Background: an optimization exercise with open tools, aiming at small area, a short achievable clock period and few clock cycles. Do not read the settings as production practice. Only simulation tests tie the RTL to the original design; equivalence was not proved. Power is estimated from default activity; no workload was simulated.

Setup of trial 48:
==> flow/design.v (excerpt) <==
module wn_dot #(
   parameter int unsigned NCH  = 16,
   parameter int unsigned DW   = 8,
   parameter int unsigned AW   = 4,
   parameter int unsigned ACCW = 2*DW+AW,
   parameter int unsigned OW   = DW
) (
   input  logic                     clk,
   input  logic                     xrst,
   input  logic                     start,
   input  logic [AW-1:0]            len,
   input  logic                     relu,
   output logic [AW-1:0]            x_raddr,
   input  logic signed [DW-1:0]     x_rdata,
   output logic [NCH*AW-1:0]        w_raddr,
   input  logic signed [NCH*DW-1:0] w_rdata,
   output logic [NCH*OW-1:0]        y,
   output logic                     busy,
   output logic                     finish
);
clock: 8.0 ns
lec_check: 0
abc_area: 1
cap_margin: 20
core_margin: 2
core_utilization: 55
cts_buf_list: sky130_fd_sc_hd__clkbuf_8
place_density: 0.65
setup_slack_margin: 4.0
slew_margin: 20
standard.sh (not shown) runs the stock make flow with config.mk's settings and CLKGATE_MAP_FILE= SYNTH_SCRIPT=/design/flow/synth_recipe.tcl, a recipe that flattens the netlist after the stock synthesis.
==> flow/flow/run.sh <==
#!/bin/bash
# The standard layout (the standard.sh), with two changes:
#  - after the standard synthesis, flow/fa_polarity.py flips the polarity of full adders
#    (FA(~a,~b,~c) = ~FA(a,b,c)) to drop inverters around them; registers are untouched
#  - the port buffers are plain buffers instead of the default delay cells
# Each tool's output goes to a log here: synth.log, fa_polarity.log, layout.log
# (ORFS's own per-step logs stay under orfs/logs).
set -euo pipefail
ARGS=(BUFFER_PORTS_ARGS="-buffer_cell sky130_fd_sc_hd__buf_2")
RES=$PWD/orfs/results/$FLOW_PLATFORM/wn_dot/base
bash standard.sh "${ARGS[@]}" "$RES/1_2_yosys.v" > synth.log 2>&1
python3 flow/fa_polarity.py "$RES/1_2_yosys.v" "$RES/1_2_yosys.fapol.v" > fa_polarity.log 2>&1
cp "$RES/1_2_yosys.v" "$RES/1_2_yosys.orig.v"
mv "$RES/1_2_yosys.fapol.v" "$RES/1_2_yosys.v"
bash standard.sh "${ARGS[@]}" finish > layout.log 2>&1
Other scripts of this flow, unchanged in this note and not shown: flow/flow/fa_polarity.py
Testbench counts of trial 48, summed over its fixed seeds: cycles 17,126.
Relative to trial 48, the following input files were edited for trial 84:
- CTS_BUF_LIST no longer set, was sky130_fd_sc_hd__clkbuf_8
- SETUP_SLACK_MARGIN now 3.8, was 4.0
==> run summary <==
[compare] base=trial 48 new=trial 84: relative contribution of combinational cells to total power decreased 0.7 points; critical path depth in cells now smaller; number of buffers outside the clock class in the layout saw a decrease. Between trial 48 and trial 84, the post-route worst hold slack is lower for trial 84. Trial 84 vs trial 48, slowest stage cell on the critical path: nor3_2 vs dfxtp_4. Status: total of hold buffers inserted after clock tree synthesis parity (trial 84, trial 48).

== harbor ==
wn_dot, a different RTL version from the one above (not shown whole).
Size in the first run: roughly 5900 cells after synthesis, ~340 I/O pins.
==> flow/config.mk <==
export PLATFORM = sky130hd
export DESIGN_NAME = wn_dot
export DESIGN_NICKNAME = wn_dot
export VERILOG_FILES = /design/flow/design.v
export SDC_FILE = /design/flow/constraint.sdc
export NUM_CORES = 4
export LEC_CHECK = 0
export ABC_AREA = 1
export CAP_MARGIN = 20
export CORE_MARGIN = 2
export CORE_UTILIZATION = 55
export PLACE_DENSITY = 0.65
export SETUP_SLACK_MARGIN = 4.0
export SLEW_MARGIN = 20
==> flow/constraint.sdc <==
create_clock -name core_clock -period 8.0 [get_ports {clk}]
set_input_delay 1.6000 -clock core_clock [delete_from_list [all_inputs] [get_ports {clk}]]
set_output_delay 1.6000 -clock core_clock [all_outputs]
set_load 0.01 [all_outputs]
==> flow/flow/fa_polarity.py <==
#!/usr/bin/env python3
"""Remove inverters around full-adder cells in a Yosys gate netlist.

A full adder is self-dual: FA(~a, ~b, ~c) gives ~SUM and ~COUT. So a full adder whose
inputs mostly arrive through inverters can take the true signals instead and deliver
inverted outputs, which then cancel inverters at its loads. This script picks, for each
sky130 full adder, the polarity that needs the fewest inverters (greedy passes until no
change), and rewrites the netlist with the inverters that are still needed. The
function of every net that is a port or a register pin is unchanged, and no register
is touched.

usage: fa_polarity.py IN.v OUT.v
"""
import re
import sys
from collections import defaultdict

FA = 'sky130_fd_sc_hd__fa_1'
INV_CELLS = {'sky130_fd_sc_hd__inv_1', 'sky130_fd_sc_hd__inv_2', 'sky130_fd_sc_hd__clkinv_1'}
OUT_PINS = {'X', 'Y', 'Q', 'Q_N', 'SUM', 'COUT', 'HI', 'LO'}

src = open(sys.argv[1]).read()
m = re.search(r'\n(\s*\w+\s+[\\\w$.\[\]]+\s*\()', src)
# split header (declarations) and cell instances
inst_re = re.compile(r'^  (sky130_fd_sc_hd__\w+) (\S+)\s+\(\n(.*?)\n  \);\n', re.S | re.M)
cells = []
for mm in inst_re.finditer(src):
    typ, name, body = mm.group(1), mm.group(2), mm.group(3)
    pins = []
    for pm in re.finditer(r'\.(\w+)\((.*?)\)(?:,|$)', body, re.M):
        pins.append((pm.group(1), pm.group(2).strip()))
    cells.append([typ, name, pins, mm.start(), mm.end()])
ncell = len(re.findall(r'^  sky130_fd_sc_hd__', src, re.M))
assert ncell == len(cells), (ncell, len(cells))
first = cells[0][3]
last = cells[-1][4]
header, footer = src[:first], src[last:]
assert 'assign' not in src, 'netlist has assigns'

# inverters: out -> in
inv_in = {}
for typ, name, pins, _, _ in cells:
    if typ in INV_CELLS:
        d = dict(pins)
        inv_in[d['Y']] = d['A']

def root(net):
    pol = 0
    seen = 0
    while net in inv_in:
        net = inv_in[net]
        pol ^= 1
        seen += 1
        assert seen < 100
    return net, pol

port_nets = set()
for d in re.finditer(r'^\s*(input|output)\s+(\[\d+:\d+\]\s+)?(\S+);', header, re.M):
    rng, nm = d.group(2), d.group(3)
    if rng:
        hi, lo = map(int, re.findall(r'\d+', rng))
        for i in range(min(hi, lo), max(hi, lo) + 1):
            port_nets.add(f'{nm}[{i}]')
    else:
        port_nets.add(nm)

XSWAP = {'sky130_fd_sc_hd__xor2_1': 'sky130_fd_sc_hd__xnor2_1',
         'sky130_fd_sc_hd__xnor2_1': 'sky130_fd_sc_hd__xor2_1'}
fa_cells = [c for c in cells if c[0] == FA]
x_cells = [c for c in cells if c[0] in XSWAP]
flip = {c[1]: 0 for c in fa_cells}
xflip = {c[1]: 0 for c in x_cells}
drv_fa = {}          # root net -> (fa name) for FA outputs
for c in fa_cells:
    d = dict(c[2])
    drv_fa[d['SUM']] = c[1]
    drv_fa[d['COUT']] = c[1]
drv_x = {}
for c in x_cells:
    d = dict(c[2])
    drv_x[d['Y'] if 'Y' in d else d['X']] = c[1]

# loads: list of (cell name, pin, root, pol); inverter cells are dropped as loads,
# except inverters that drive ports (kept as plain loads to preserve the port net)
loads = defaultdict(list)     # root -> list of [cellname, pin, pol]
keep_inv = set()
for typ, name, pins, _, _ in cells:
    if typ in INV_CELLS:
        d = dict(pins)
        if d['Y'] in port_nets:
            keep_inv.add(name)
        else:
            continue
    for p, n in pins:
        if p in OUT_PINS:
            continue
        if n.startswith("1'b"):
            continue
        r, pol = root(n)
        loads[r].append([name, p, pol])
fa_inputs = {c[1]: [] for c in fa_cells}
for r, ls in loads.items():
    for l in ls:
        if l[0] in fa_inputs:
            fa_inputs[l[0]].append((r, l))

def phys(r):
    f = drv_fa.get(r)
    if f:
        return flip[f]
    x = drv_x.get(r)
    return xflip[x] if x else 0

def need_inv(r):
    p = phys(r)
    return any((l[2] ^ (flip[l[0]] if l[0] in flip else 0)) != p for l in loads.get(r, []))

def cost_around(fname):
    rs = set(r for r, _ in fa_inputs[fname])
    c = [x for x in fa_cells_by_name[fname][2] if x[0] in ('SUM', 'COUT')]
    rs.update(n for _, n in c)
    return rs

fa_cells_by_name = {c[1]: c for c in fa_cells}
fixed = set()
for c in fa_cells:
    for p, n in c[2]:
        if n.startswith("1'b") or (p in ('SUM', 'COUT') and n in port_nets):
            fixed.add(c[1])
total0 = sum(1 for r in loads if need_inv(r))
for it in range(20):
    changed = 0
    for c in fa_cells:
        f = c[1]
        if f in fixed:
            continue
        rs = cost_around(f)
        before = sum(need_inv(r) for r in rs)
        flip[f] ^= 1
        after = sum(need_inv(r) for r in rs)
        if after < before:
            changed += 1
        else:
            flip[f] ^= 1
    for r, xn in drv_x.items():
        before = need_inv(r)
        xflip[xn] ^= 1
        after = need_inv(r)
        if after < before:
            changed += 1
        else:
            xflip[xn] ^= 1
    if not changed:
        break
total1 = sum(1 for r in loads if need_inv(r))
sys.stderr.write(f'inverted roots: {total0} -> {total1}; flipped {sum(flip.values())} of {len(fa_cells)} adders, {sum(xflip.values())} xor/xnor; '
                 f'inverters in netlist before: {sum(1 for c in cells if c[0] in INV_CELLS)}\n')

# rewrite: each root that needs its opposite physical polarity gets one inverter
out_cells = []
newinv = {}
k = 0
def inv_of(r):
    global k
    if r not in newinv:
        k += 1
        newinv[r] = (f'fapol_inv{k}', f'fapol_n{k}')
    return newinv[r][1]

for typ, name, pins, _, _ in cells:
    if typ in INV_CELLS and name not in keep_inv:
        continue
    newpins = []
    for p, n in pins:
        if p in OUT_PINS or n.startswith("1'b"):
            newpins.append((p, n))
            continue
        r, pol = root(n)
        want = pol ^ (flip[name] if name in flip else 0)
        if typ in INV_CELLS:
            # kept inverter driving a port: feed it the polarity it needs
            want = pol
        if want == phys(r):
            newpins.append((p, r))
        else:
            newpins.append((p, inv_of(r)))
    if name in xflip and xflip[name]:
        typ = XSWAP[typ]
        outpin = 'Y' if typ.endswith('xnor2_1') else 'X'
        newpins = [(outpin if p in ('X', 'Y') else p, n) for p, n in newpins]
    out_cells.append((typ, name, newpins))

# physical outputs of flipped adders carry the complement of the original net; the
# original net name keeps its logical meaning only where it is used through root(),
# so the flipped adder keeps its output net names (now holding the complement).
def esc(n):
    # escaped identifiers end at whitespace
    return n + ' ' if n.startswith('\\') else n
lines = []
for typ, name, pins in out_cells:
    lines.append(f'  {typ} {esc(name)} (\n' + ',\n'.join(f'    .{p}({esc(n)})' for p, n in pins) + '\n  );\n')
for r, (iname, onet) in newinv.items():
    lines.append(f'  sky130_fd_sc_hd__inv_1 {iname} (\n    .A({esc(r)}),\n    .Y({onet})\n  );\n')
decl = ''.join(f'  wire {onet};\n' for _, onet in newinv.values())
# declarations go before the first cell
hdr = header
open(sys.argv[2], 'w').write(hdr + decl + ''.join(lines) + footer)
sys.stderr.write(f'new inverters: {len(newinv)}\n')
Scripts as last shown in full above: flow/flow/run.sh
Testbench counts of harbor, summed over its fixed seeds: cycles 17,126.
Relative to harbor, the following input files were edited for ember:
- changing SETUP_SLACK_MARGIN from 4.0 to 4.2
--- a/flow/flow/fa_polarity.py
+++ b/flow/flow/fa_polarity.py
@@ -129,28 +129,49 @@
             fixed.add(c[1])
 total0 = sum(1 for r in loads if need_inv(r))
-for it in range(20):
-    changed = 0
-    for c in fa_cells:
-        f = c[1]
-        if f in fixed:
-            continue
-        rs = cost_around(f)
-        before = sum(need_inv(r) for r in rs)
-        flip[f] ^= 1
-        after = sum(need_inv(r) for r in rs)
-        if after < before:
-            changed += 1
-        else:
+
+def greedy(order):
+    for it in range(30):
+        changed = 0
+        for c in order:
+            f = c[1]
+            if f in fixed:
+                continue
+            rs = cost_around(f)
+            before = sum(need_inv(r) for r in rs)
             flip[f] ^= 1
-    for r, xn in drv_x.items():
-        before = need_inv(r)
-        xflip[xn] ^= 1
-        after = need_inv(r)
-        if after < before:
-            changed += 1
-        else:
+            after = sum(need_inv(r) for r in rs)
+            if after < before:
+                changed += 1
+            else:
+                flip[f] ^= 1
+        for r, xn in drv_x.items():
+            before = need_inv(r)
             xflip[xn] ^= 1
-    if not changed:
-        break
+            after = need_inv(r)
+            if after < before:
+                changed += 1
+            else:
+                xflip[xn] ^= 1
+        if not changed:
+            break
+    return sum(1 for r in loads if need_inv(r))
+
+# a few greedy descents from shuffled orders; keep the best (deterministic seed)
+import random
+rng = random.Random(1)
+best = None
+for trial in range(8):
+    for f in flip:
+        flip[f] = 0
+    for x in xflip:
+        xflip[x] = 0
+    order = list(fa_cells)
+    if trial:
+        rng.shuffle(order)
+    cost = greedy(order)
+    if best is None or cost < best[0]:
+        best = (cost, dict(flip), dict(xflip))
+flip.update(best[1])
+xflip.update(best[2])
 total1 = sum(1 for r in loads if need_inv(r))
 sys.stderr.write(f'inverted roots: {total0} -> {total1}; flipped {sum(flip.values())} of {len(fa_cells)} adders, {sum(xflip.values())} xor/xnor; '
--- outcome ---
- Fmax | ember vs harbor | ember faster
- Critical path depth in cells: ember vs harbor — no meaningful difference
- Looking at global-route wire length before repair, ember sits above harbor.

-- port drivers added, routing unchanged --
How much do the figures lean on ideal ports? The routed layouts below were timed once more, with nothing changed but the port constraints.
Step 1 (the two cells are an assumption about what drives the block):
set clk [get_ports {clk}]
set_driving_cell -lib_cell sky130_fd_sc_hd__clkbuf_16 $clk
set_driving_cell -lib_cell sky130_fd_sc_hd__buf_2 [delete_from_list [all_inputs] $clk]
Step 2, shift: input delay + t, output delay - t, t = (earliest + latest rising clock arrival at the registers) / 2. This alone moves slack from input paths to output paths.
Slacks: ideal ports / drivers / drivers and shift; pairs: ideal ports / drivers.
run | t (ns) | setup WS [ns] | slew at the worst register clock pin (ns) | worst slew at a driven data input, ns
trial 48 | 0.825 | 3.959 / 3.896 / 4.168 | 0.07 / 0.07 | 0.12
trial 84 | 0.693 | 3.802 / 3.736 / 3.964 | 0.07 / 0.07 | 0.11
harbor | 0.716 | 3.996 / 3.922 / 4.119 | 0.07 / 0.07 | 0.05
ember | 0.721 | 4.052 / 3.976 / 4.234 | 0.07 / 0.07 | 0.07
After both steps setup and hold are still met in every run listed.
